Source: an optimization exercise on an open RTL-to-GDS flow (aim: small area, a short achievable clock period and few clock cycles per item). Production flows keep margins and buffers that such runs may drop. At most, simulation tests tie the RTL to the original design; equivalence was not proved.

==> run P <==
## audio_to_direct_recording_bits
module audio_to_direct_recording_bits (
  input  logic        clk_i,
  input  logic        rst_ni,
  input  logic        psel,
  input  logic        penable,
  input  logic        pwrite,
  input  logic [3:0]  paddr,
  input  logic [31:0] pwdata,
  output logic [31:0] prdata,
  output logic        pready,
  input  logic        in_valid_i,
  output logic        in_ready_o,
  input  logic [7:0]  sample_value_i,
  input  logic        is_last_i,
  output logic        out_valid_o,
  input  logic        out_ready_i,
  output logic [7:0]  packed_byte_o,
  output logic [3:0]  valid_bits_o,
  output logic        final_byte_o,
  output logic [23:0] total_bytes_o,
  output logic        run_clipped_o
);
==> flow/config.mk <==
export PLATFORM = sky130hd
export DESIGN_NAME = audio_to_direct_recording_bits
export DESIGN_NICKNAME = audio_to_direct_recording_bits
export VERILOG_FILES = /design/flow/design.v
export SDC_FILE = /design/flow/constraint.sdc
export NUM_CORES = 4
export LEC_CHECK = 0
export CAP_MARGIN = 20
export CORE_MARGIN = 2
export CORE_UTILIZATION = 70
export CTS_CLUSTER_DIAMETER = 70
export CTS_CLUSTER_SIZE = 36
export SETUP_SLACK_MARGIN = 4.6
export SLEW_MARGIN = 20
==> flow/constraint.sdc <==
create_clock -name core_clock -period 9.0 [get_ports {clk_i}]
set_input_delay 1.8000 -clock core_clock [delete_from_list [all_inputs] [get_ports {clk_i}]]
set_output_delay 1.8000 -clock core_clock [all_outputs]
set_load 0.01 [all_outputs]
standard.sh (not shown) runs the stock make flow with config.mk's settings and CLKGATE_MAP_FILE= SYNTH_SCRIPT=/design/flow/synth_recipe.tcl, a recipe that flattens the netlist after the stock synthesis.
==> flow/flow/run.sh <==
#!/bin/bash
# The standard layout, with plain buffers (not delay buffers) on the ports.
set -euo pipefail
export BUFFER_PORTS_ARGS="-buffer_cell sky130_fd_sc_hd__buf_2"
bash standard.sh > standard.log 2>&1
==> run F (differences from run P) <==
--- a/flow/design.v
+++ b/flow/design.v
@@ -23,16 +23,15 @@
   input  logic        dbl_i,
   input  logic [23:0] period_i,
   input  logic [15:0] divisor_i,
   output logic        busy_o,
   output logic        done_o,
   output logic [8:0]  a_o,
   output logic [23:0] b_o,
-  output logic [16:0] hdiff_o,
-  output logic [3:0]  cnt_o
+  output logic [16:0] hdiff_o
 );
   logic        busy_q;
   logic [3:0]  cnt_q;
   logic [15:0] rem_q;
   logic [15:0] quo_q;
   logic [7:0]  low_q;
   logic [16:0] rem_sh;
@@ -77,15 +76,14 @@
     end
   end
   assign busy_o = busy_q;
   assign done_o = busy_q && cnt_q == 4'd15;
   assign a_o    = quo_q[8:0];
   assign b_o    = {rem_q, low_q};
   assign hdiff_o = diff;
-  assign cnt_o   = cnt_q;
 endmodule
 module atdrb_packer (
   input  logic        clk_i,
   input  logic        rst_ni,
   input  logic        cmd_valid_i,
   input  logic        cmd_level_i,
   input  logic [8:0]  cmd_bits_i,
@@ -101,15 +99,19 @@
   output logic        run_clipped_o
 );
   logic        pv_q;
   logic        pl_q;
   logic [8:0]  pleft_q;
   logic        plast_q;
   logic        pclip_q;
-  logic        full_q;
+  logic        kv_q;
+  logic        kl_q;
+  logic [8:0]  kbits_q;
+  logic        klast_q;
+  logic        kclip_q;
   logic [6:0]  acc_q;
   logic [2:0]  held_q;
   logic        ov_q;
   logic [7:0]  obyte_q;
   logic [3:0]  ovb_q;
   logic        ofinal_q;
   logic [23:0] ototal_q;
@@ -142,89 +144,78 @@
   assign rem_z     = rem_lt8 && lo[2:0] == '0;
   assign rem_hi    = c8 ? hi : hi - 6'd1;
   assign need_emit = full || plast_q;
   assign out_free  = !ov_q || out_ready_i;
   assign emit      = pv_q && need_emit && out_free;
   assign lim       = full ? 4'd8 : lo;
   assign mask      = (8'hFF >> held_q) & ~(8'hFF >> lim);
-  assign e_byte    = ({acc_q, 1'b0} & ~(8'hFF >> held_q)) | (pl_q ? mask : 8'h00);
+  assign e_byte    = ({1'b0, acc_q} << (4'd8 - {1'b0, held_q})) | (pl_q ? mask : 8'h00);
   always_comb begin
     acc_d   = acc_q;
     held_d  = held_q;
     pleft_d = pleft_q;
     pdone   = 1'b0;
     if (pv_q) begin
       if (!need_emit) begin
-        acc_d  = e_byte[7:1];
+        acc_d  = (acc_q << pleft_q[2:0]) | (pl_q ? ~(7'h7F << pleft_q[2:0]) : 7'h00);
         held_d = lo[2:0];
         pdone  = 1'b1;
       end else if (out_free) begin
         if (!full) begin
           held_d = '0;
           pdone  = 1'b1;
         end else begin
-          acc_d   = {7{pl_q}};   
+          acc_d   = {7{pl_q}};
           held_d  = lo[2:0];
           pleft_d = {rem_hi, 3'b000};
           pdone   = rem_lt8 && (!plast_q || rem_z);
         end
       end
     end
   end
   assign p_free = !pv_q || pdone;
-  logic        pv_n;
-  logic [8:0]  pleft_n;
-  logic        plast_n;
-  logic        ov_n;
-  logic [3:0]  lo_n;
-  logic [5:0]  hi_n;
-  logic        hi_z_n;
-  logic        full_n;
-  logic        rem_lt8_n;
-  logic        rem_z_n;
-  logic        sure_n;
-  assign pv_n      = p_free ? cmd_valid_i : 1'b1;
-  assign pleft_n   = p_free ? cmd_bits_i : pleft_d;
-  assign plast_n   = p_free ? cmd_last_i : plast_q;
-  assign ov_n      = emit || (ov_q && !out_ready_i);
-  assign lo_n      = {1'b0, held_d} + {1'b0, pleft_n[2:0]};
-  assign hi_n      = pleft_n[8:3];
-  assign hi_z_n    = hi_n == '0;
-  assign full_n    = !hi_z_n || lo_n[3];
-  assign rem_lt8_n = lo_n[3] ? hi_z_n : hi_n == 6'd1;
-  assign rem_z_n   = rem_lt8_n && lo_n[2:0] == '0;
-  assign sure_n    = !(full_n || plast_n) ||
-                     (!ov_n && (!full_n || (rem_lt8_n && (!plast_n || rem_z_n))));
-  assign full_o    = full_q;
+  assign full_o = kv_q;
   always_ff @(posedge clk_i or negedge rst_ni) begin
     if (!rst_ni) begin
       pv_q     <= 1'b0;
-      full_q   <= 1'b0;
+      kv_q     <= 1'b0;
       held_q   <= '0;
       ov_q     <= 1'b0;
       ofinal_q <= 1'b1;
     end else begin
       held_q <= held_d;
-      pv_q   <= pv_n;
-      full_q <= pv_n && !sure_n;
+      if (p_free) begin
+        pv_q <= kv_q || cmd_valid_i;
+        kv_q <= 1'b0;
+      end else if (cmd_valid_i) begin
+        kv_q <= 1'b1;
+      end
       if (emit) begin
         ov_q     <= 1'b1;
         ofinal_q <= plast_q && (!full || rem_z);
       end else if (out_ready_i) begin
         ov_q <= 1'b0;
       end
     end
   end
   always_ff @(posedge clk_i) begin
     acc_q <= acc_d;
-    pleft_q <= pleft_n;
-    plast_q <= plast_n;
     if (p_free) begin
-      pl_q    <= cmd_level_i;
-      pclip_q <= cmd_clip_i;
+      pl_q    <= kv_q ? kl_q    : cmd_level_i;
+      pleft_q <= kv_q ? kbits_q : cmd_bits_i;
+      plast_q <= kv_q ? klast_q : cmd_last_i;
+      pclip_q <= kv_q ? kclip_q : cmd_clip_i;
+    end else begin
+      pleft_q <= pleft_d;
+    end
+    if (!p_free && cmd_valid_i) begin
+      kl_q    <= cmd_level_i;
+      kbits_q <= cmd_bits_i;
+      klast_q <= cmd_last_i;
+      kclip_q <= cmd_clip_i;
     end
     if (emit) begin
       obyte_q  <= e_byte;
       ovb_q    <= lim;
       ototal_q <= ofinal_q ? 24'd1 : ototal_q + 24'd1;
       oclip_q  <= pclip_q;
     end
@@ -297,38 +288,36 @@
       default:                  prdata = '0;
     endcase
   end
   logic        dirty_q;
   logic        restore_q;
   logic        post_q;
   logic        rc_q;
-  logic        rc_hi_q;            
-  logic [3:0]  div_cnt;
+  logic [4:0]  rc_cnt_q;
   logic        rc_end;
   logic        div_start;
   logic        div_busy;
   logic        div_done;
   logic [8:0]  step_a;
   logic [23:0] step_b;
   logic [16:0] half_diff;
-  assign rc_end    = rc_q && rc_hi_q && div_cnt == 4'd7;
+  assign rc_end    = rc_q && rc_cnt_q == 5'd23;
   assign div_start = (dirty_q && !div_busy && !rc_init && !rc_q) || rc_end;
   atdrb_div u_div (
     .clk_i     (clk_i),
     .rst_ni    (rst_ni),
     .start_i   (div_start),
     .dbl_i     (rc_q),
     .period_i  (period_q),
     .divisor_i (tsb_eff),
     .busy_o    (div_busy),
     .done_o    (div_done),
     .a_o       (step_a),
     .b_o       (step_b),
-    .hdiff_o   (half_diff),
-    .cnt_o     (div_cnt)
+    .hdiff_o   (half_diff)
   );
   logic        open_q, open_d;
   logic        lvl_q, lvl_d;
   logic [23:0] ext_q, ext_d;      
   logic [24:0] g_q, g_d;
   logic [8:0]  q_q, q_d;
   logic        defer_q, defer_d;
@@ -464,17 +453,17 @@
   end
   always_ff @(posedge clk_i) begin
     lvl_q <= lvl_d;
     ext_q <= ext_d;
     g_q   <= g_d;
     q_q   <= q_d;
     if (post_q) begin
-      rc_hi_q <= 1'b0;
-    end else if (rc_q && div_cnt == 4'd15) begin
-      rc_hi_q <= 1'b1;
+      rc_cnt_q <= '0;
+    end else if (rc_q) begin
+      rc_cnt_q <= rc_cnt_q + 5'd1;
     end
   end
   atdrb_packer u_pack (
     .clk_i         (clk_i),
     .rst_ni        (rst_ni),
     .cmd_valid_i   (cmd_valid),
     .cmd_level_i   (cmd_level),
Settings changed: CORE_UTILIZATION 70 to 45, CTS_CLUSTER_DIAMETER 70 to 60, CTS_CLUSTER_SIZE 36 to 40.
==> flow_summary.toml <==
[timing]
rsz0062_at_grt = "false"
fmax_mhz = 229
fin_crit_sh_pct = 48.6
setup_ws_ns = 4.63
hold_ws_ns = 0.417

[floorplanning]
rows = 67

[routing]
wl_met1_um = 16800

[clock_tree]
numCtsBuffers = 28

[final_layout]
multi_input_area_share_pct = 45.3

[status]
status = "finished clean"
(the above is from run F)
==> flow_summary.toml <==
[timing]
rsz0062_at_grt = "true"
hold_ws_ns = 0.453
fin_crit_sh_pct = 49.3
fmax_mhz = 226

[final_layout]
multi_input_area_share_pct = 47.2

[floorplanning]
rows = 52

[status]
status = "finished clean"

[clock_tree]
numCtsBuffers = 15

[routing]
wl_met1_um = 14700

[pwr]
pg_seq_mw = 1.99
(the above is from run P)
No functional check of the RTL was part of any run of this note.

---

==> inputs of v12 <==
Another version of the RTL of audio_to_direct_recording_bits (not shown whole).
export LEC_CHECK = 0
export CAP_MARGIN = 20
export CORE_MARGIN = 2
export CORE_UTILIZATION = 45
export SLEW_MARGIN = 20
create_clock -name core_clock -period 9.0 [get_ports {clk_i}]
run.sh (not shown) runs the stock make flow with config.mk's settings and CLKGATE_MAP_FILE= SYNTH_SCRIPT=/design/flow/synth_recipe.tcl, a recipe that flattens the netlist after the stock synthesis.
Stock flow here: none of the scripts above is used.
==> v30 (differences from v12) <==
--- a/flow/design.v
+++ b/flow/design.v
@@ -15,57 +15,66 @@
     logic clipped;
     cnt_t count;
   } pack_cmd_t;
 endpackage
 module atdrb_div (
   input  logic        clk_i,
   input  logic        rst_ni,
   input  logic        start_i,
-  input  logic [15:0] dividend_i,
+  input  logic        dbl_i,
+  input  logic [23:0] period_i,
   input  logic [15:0] divisor_i,
   output logic        busy_o,
   output logic        done_o,
-  output logic [15:0] quotient_o,
-  output logic [15:0] remainder_o
+  output logic [8:0]  a_o,
+  output logic [23:0] b_o
 );
   logic        busy_q;
   logic [3:0]  cnt_q;
   logic [15:0] rem_q;
   logic [15:0] quo_q;
+  logic [7:0]  low_q;
+  logic        ovf_q;
   logic [16:0] rem_sh;
   logic [16:0] diff;
   logic        ge;
-  assign rem_sh = {rem_q, quo_q[15]};
+  assign rem_sh = {rem_q, dbl_i ? low_q[7] : quo_q[15]};
   assign diff   = rem_sh - {1'b0, divisor_i};
   assign ge     = !diff[16];
   always_ff @(posedge clk_i or negedge rst_ni) begin
     if (!rst_ni) begin
       busy_q <= 1'b0;
     end else if (start_i) begin
       busy_q <= 1'b1;
     end else if (busy_q && cnt_q == 4'd15) begin
       busy_q <= 1'b0;
     end
   end
   always_ff @(posedge clk_i) begin
     if (start_i) begin
       cnt_q <= '0;
       rem_q <= '0;
-      quo_q <= dividend_i;
-    end else if (busy_q) begin
+      quo_q <= period_i[23:8];
+      low_q <= period_i[7:0];
+      ovf_q <= 1'b0;
+    end else if (busy_q || dbl_i) begin
       cnt_q <= cnt_q + 4'd1;
       rem_q <= ge ? diff[15:0] : rem_sh[15:0];
       quo_q <= {quo_q[14:0], ge};
+      if (dbl_i) begin
+        low_q <= {low_q[6:0], 1'b0};
+        ovf_q <= ovf_q || quo_q[15];
+      end
     end
   end
-  assign busy_o      = busy_q;
-  assign done_o      = busy_q && cnt_q == 4'd15;
-  assign quotient_o  = quo_q;
-  assign remainder_o = rem_q;
+  assign busy_o = busy_q;
+  assign done_o = busy_q && cnt_q == 4'd15;
+  assign a_o    = (ovf_q || quo_q >= 16'd505) ? 9'd505 : quo_q[8:0];
+  assign b_o    = {rem_q, low_q};
 endmodule
 module atdrb_packer (
   input  logic        clk_i,
   input  logic        rst_ni,
   input  logic        cmd_valid_i,
   input  logic        cmd_level_i,
   input  logic [8:0]  cmd_bits_i,
   input  logic        cmd_clip_i,
@@ -255,185 +264,182 @@
       atdrb_pkg::REG_THRESHOLD: prdata = {24'd0, threshold_q};
       atdrb_pkg::REG_MODE:      prdata = {31'd0, mode_q};
       atdrb_pkg::REG_PERIOD:    prdata = {8'd0, period_q};
       atdrb_pkg::REG_TSB:       prdata = {16'd0, tsb_q};
       default:                  prdata = '0;
     endcase
   end
   logic        dirty_q;
+  logic        restore_q;
+  logic        rc_init_q;
+  logic        rc_q;
+  logic [4:0]  rc_cnt_q;
+  logic        rc_end;
   logic        div_start;
   logic        div_busy;
   logic        div_done;
-  logic [15:0] div_quo;
-  logic [15:0] div_rem;
-  logic [23:0] step_r;
-  logic [8:0]  step_q;
-  logic        rc_q;
-  logic        rc_dbl_q;
-  logic        rc_off_q;
-  logic [4:0]  rc_cnt_q;
-  assign div_start = dirty_q && !div_busy && !rc_q;
+  logic [8:0]  step_a;
+  logic [23:0] step_b;
+  assign rc_end    = rc_q && rc_cnt_q == 5'd23;
+  assign div_start = (dirty_q && !div_busy && !rc_init_q && !rc_q) || rc_end;
   atdrb_div u_div (
-    .clk_i       (clk_i),
-    .rst_ni      (rst_ni),
-    .start_i     (div_start),
-    .dividend_i  (period_q[23:8]),
-    .divisor_i   (tsb_eff),
-    .busy_o      (div_busy),
-    .done_o      (div_done),
-    .quotient_o  (div_quo),
-    .remainder_o (div_rem)
+    .clk_i     (clk_i),
+    .rst_ni    (rst_ni),
+    .start_i   (div_start),
+    .dbl_i     (rc_q),
+    .period_i  (period_q),
+    .divisor_i (tsb_eff),
+    .busy_o    (div_busy),
+    .done_o    (div_done),
+    .a_o       (step_a),
+    .b_o       (step_b)
   );
-  assign step_r = {div_rem, period_q[7:0]};
-  assign step_q = (div_quo >= 16'(Q_SAT)) ? Q_SAT : div_quo[8:0];
   logic        open_q, open_d;
   logic        lvl_q, lvl_d;
   logic [23:0] ext_q, ext_d;      
-  logic [23:0] r_q, r_d;
+  logic [24:0] g_q, g_d;
   logic [8:0]  q_q, q_d;
   logic        defer_q, defer_d;
-  logic [23:0] half;
-  logic [23:0] add_r;
-  logic [8:0]  add_q;
-  logic [24:0] sum_r;
-  logic [25:0] sub_r;
   logic        wrap;
-  logic [23:0] nxt_r;
-  logic [9:0]  sum_q;
-  logic [8:0]  nxt_q;
-  assign half = {1'b0, tsb_eff, 7'd0};
-  always_comb begin
-    if (rc_q && rc_off_q) begin
-      add_r = half;
-      add_q = '0;
-    end else if (rc_q && rc_dbl_q) begin
-      add_r = r_q;
-      add_q = q_q;
+  logic [24:0] g_new;
+  logic [24:0] g_add;
+  logic [9:0]  q_sum;
+  logic [8:0]  q_add;
+  assign wrap  = !g_q[24];
+  assign g_new = {1'b0, step_b} - {2'b0, tsb_eff, 7'd0};
+  assign g_add = g_q + {1'b0, step_b} - (wrap ? {1'b0, tsb_eff, 8'd0} : 25'd0);
+  assign q_sum = {1'b0, q_q} + {1'b0, step_a} + {9'd0, wrap};
+  assign q_add = (q_sum >= {1'b0, Q_SAT}) ? Q_SAT : q_sum[8:0];
+  logic        s_v_q;
+  logic        s_lvl_q;
+  logic        s_last_q;
+  logic        busy;
+  logic        pk_full;
+  logic        s_go;
+  logic        take;
+  assign busy       = dirty_q || div_busy || rc_init_q || rc_q;
+  assign s_go       = s_v_q && !busy && !defer_q && !pk_full;
+  assign in_ready_o = !s_v_q || s_go;
+  assign take       = in_valid_i && in_ready_o;
+  always_ff @(posedge clk_i or negedge rst_ni) begin
+    if (!rst_ni) begin
+      s_v_q <= 1'b0;
     end else begin
-      add_r = step_r;
-      add_q = step_q;
+      s_v_q <= take || (s_v_q && !s_go);
+    end
+  end
+  always_ff @(posedge clk_i) begin
+    if (take) begin
+      s_lvl_q  <= sample_value_i > threshold_q;
+      s_last_q <= is_last_i;
     end
-    sum_r = {1'b0, r_q} + {1'b0, add_r};
-    sub_r = {1'b0, sum_r} - {2'b0, tsb_eff, 8'd0};
-    wrap  = !sub_r[25];
-    nxt_r = wrap ? sub_r[23:0] : sum_r[23:0];
-    sum_q = {1'b0, q_q} + {1'b0, add_q} + {9'd0, wrap};
-    nxt_q = (sum_q >= {1'b0, Q_SAT}) ? Q_SAT : sum_q[8:0];
   end
-  logic        level;
-  logic        take;
-  logic        busy;
-  logic        pk_full;
   logic        cmd_valid;
   logic        cmd_level;
   logic [8:0]  cmd_q;
   logic        cmd_last;
   logic [8:0]  cmd_bits;
   logic        cmd_clip;
-  assign busy       = dirty_q || div_busy || rc_q;
-  assign in_ready_o = !busy && !defer_q && !pk_full;
-  assign take       = in_valid_i && in_ready_o;
-  assign level      = sample_value_i > threshold_q;
   always_comb begin
     open_d    = open_q;
     lvl_d     = lvl_q;
     ext_d     = ext_q;
-    r_d       = r_q;
+    g_d       = g_q;
     q_d       = q_q;
     defer_d   = defer_q;
     cmd_valid = 1'b0;
     cmd_level = lvl_q;
-    cmd_q     = nxt_q;
+    cmd_q     = q_add;
     cmd_last  = 1'b1;
-    if (rc_q) begin
-      if (rc_off_q || rc_dbl_q || ext_q[0]) begin
-        r_d = nxt_r;
-        q_d = nxt_q;
-      end
-      if (rc_dbl_q && !rc_off_q) begin
-        ext_d = {ext_q[22:0], ext_q[23]};
-      end
-    end else if (div_done && open_q) begin
-      r_d = '0;
+    if (rc_init_q) begin
+      g_d = g_new;
       q_d = '0;
+    end else if (rc_q) begin
+      if (ext_q[0]) begin
+        g_d = g_add;
+        q_d = q_add;
+      end
+      ext_d = {ext_q[0], ext_q[23:1]};
     end else if (defer_q) begin
       if (!pk_full) begin
         cmd_valid = 1'b1;
         open_d    = 1'b0;
         defer_d   = 1'b0;
       end
-    end else if (take) begin
-      cmd_last = is_last_i;
+    end else if (s_go) begin
+      cmd_last = s_last_q;
       if (!mode_q) begin
         cmd_valid = 1'b1;
-        cmd_level = level;
+        cmd_level = s_lvl_q;
         cmd_q     = 9'd1;
-        if (is_last_i) open_d = 1'b0;
+        if (s_last_q) open_d = 1'b0;
       end else if (!open_q) begin
         open_d  = 1'b1;
-        lvl_d   = level;
+        lvl_d   = s_lvl_q;
         ext_d   = '0;
-        r_d     = half;
+        g_d     = g_new;
         q_d     = '0;
-        defer_d = is_last_i;
-      end else if (level == lvl_q) begin
+        defer_d = s_last_q;
+      end else if (s_lvl_q == lvl_q) begin
         if (ext_q != RUN_MAX) begin
           ext_d = ext_q + 24'd1;
-          r_d   = nxt_r;
-          q_d   = nxt_q;
+          g_d   = g_add;
+          q_d   = q_add;
         end
-        defer_d = is_last_i;
+        defer_d = s_last_q;
       end else begin
         cmd_valid = 1'b1;
-        if (is_last_i) begin
+        if (s_last_q) begin
           open_d = 1'b0;
         end else begin
-          lvl_d = level;
+          lvl_d = s_lvl_q;
           ext_d = '0;
-          r_d   = half;
+          g_d   = g_new;
           q_d   = '0;
         end
       end
     end
   end
   assign cmd_clip = cmd_q == Q_SAT;
   assign cmd_bits = {cmd_q[8:1], (cmd_q[0] && !cmd_clip) || cmd_q == '0};
   always_ff @(posedge clk_i or negedge rst_ni) begin
     if (!rst_ni) begin
-      dirty_q <= 1'b1;
-      rc_q    <= 1'b0;
-      open_q  <= 1'b0;
-      defer_q <= 1'b0;
+      dirty_q   <= 1'b1;
+      restore_q <= 1'b0;
+      rc_init_q <= 1'b0;
+      rc_q      <= 1'b0;
+      open_q    <= 1'b0;
+      defer_q   <= 1'b0;
     end else begin
-      dirty_q <= (cfg_wr && paddr[3]) || (dirty_q && !div_start);
-      if (div_done && open_q) begin
+      dirty_q   <= (cfg_wr && paddr[3]) || (dirty_q && !(div_start && !rc_q));
+      rc_init_q <= div_done && !restore_q && open_q;
+      if (rc_init_q) begin
         rc_q <= 1'b1;
-      end else if (rc_q && rc_off_q) begin
+      end else if (rc_end) begin
         rc_q <= 1'b0;
       end
+      if (rc_end) begin
+        restore_q <= 1'b1;
+      end else if (div_done) begin
+        restore_q <= 1'b0;
+      end
       open_q  <= open_d;
       defer_q <= defer_d;
     end
   end
   always_ff @(posedge clk_i) begin
     lvl_q <= lvl_d;
     ext_q <= ext_d;
-    r_q   <= r_d;
+    g_q   <= g_d;
     q_q   <= q_d;
-    if (div_done) begin
-      rc_dbl_q <= 1'b1;
-      rc_off_q <= 1'b0;
+    if (rc_init_q) begin
       rc_cnt_q <= '0;
     end else if (rc_q) begin
-      rc_dbl_q <= !rc_dbl_q;
-      if (!rc_dbl_q) begin
-        rc_cnt_q <= rc_cnt_q + 5'd1;
-        rc_off_q <= rc_cnt_q == 5'd23;
-      end
+      rc_cnt_q <= rc_cnt_q + 5'd1;
     end
   end
   atdrb_packer u_pack (
     .clk_i         (clk_i),
     .rst_ni        (rst_ni),
     .cmd_valid_i   (cmd_valid),
     .cmd_level_i   (cmd_level),
     .cmd_bits_i    (cmd_bits),
==> run_results.csv <==
group,metric,value,unit
status,status,"no timing/DRC/antenna violations",
logic_synthesis,synthXorXnorAreaFrac,4.51,%
logic_synthesis,synth-simple-area-share,19.6,%
sta,slew_headroom,36.5,%
final_layout,antennaDiodeCount,0,
global_routing,grt_start_max_net_pins,62,
sta,finalCritPeriodShare,91.9,%
sta,worst_pin_slew,948,ps
floorplan,die_x,192,um
the above is filed under v12

==> run_results.csv <==
group,metric,value,unit
sta,setup_tns,0,ps
cts,clockBufferDepth,3,
status,status,"no timing/DRC/antenna violations",
final_layout,multi_input_area_share,46.4,%
sta,slew_headroom,31.0,%
floorplan,die_x,192,um
sta,clock_skew,32.2,ps
logic_synthesis,synth_commonest_cells,"nand2_1 (158), inv_1 (147), edfxtp_1 (144)",
global_routing,grt_start_max_net_pins,65,
global_routing,grt_pass1_wl,62400,um
sta,finalCritPeriodShare,65.9,%
floorplan,core,0.0347,mm2
the above is filed under v30

Testbench counts of v12, summed over its fixed seeds: cycles 20,647, samples 19,200.
For v30, only the layout was checked, not whether the RTL still works.

## port drivers added, routing unchanged
No port has a modelled driver above. Below, the same layouts with a new extraction and two added sets of constraints. Step 1, drivers: a clkbuf_16 drives clk_i and a buf_2 each remaining input, both assumed. Step 2, shift: input delay + t, output delay - t, t = (earliest + latest rising clock arrival at the registers) / 2. This alone moves slack from input paths to output paths. a / b / c = ideal ports / drivers / drivers and shift; a / b = the first two.
| run | shift t [ns] | slack for setup (ns) | worst setup path at the end | slew at the worst register clock pin (ns) | cell pins on the clock port's net |
|---|---|---|---|---|---|
| run P | 0.542 | 4.566 / 4.476 / 4.226 | input to register | 0.11 / 0.11 | 1 |
| run F | 0.606 | 4.630 / 4.509 / 4.509 | input to output | 0.07 / 0.07 | 1 |
| v12 | 0.619 | 0.731 / 0.731 / 0.731 | register to register | 0.06 / 0.06 | 1 |
| v30 | 0.601 | 3.070 / 2.981 / 2.981 | input to output | 0.06 / 0.06 | 1 |
After both steps setup and hold are still met in every run listed. For run P, which loses most, drivers alone change the setup slack by -0.090 ns; drivers and shift together by -0.340 ns.
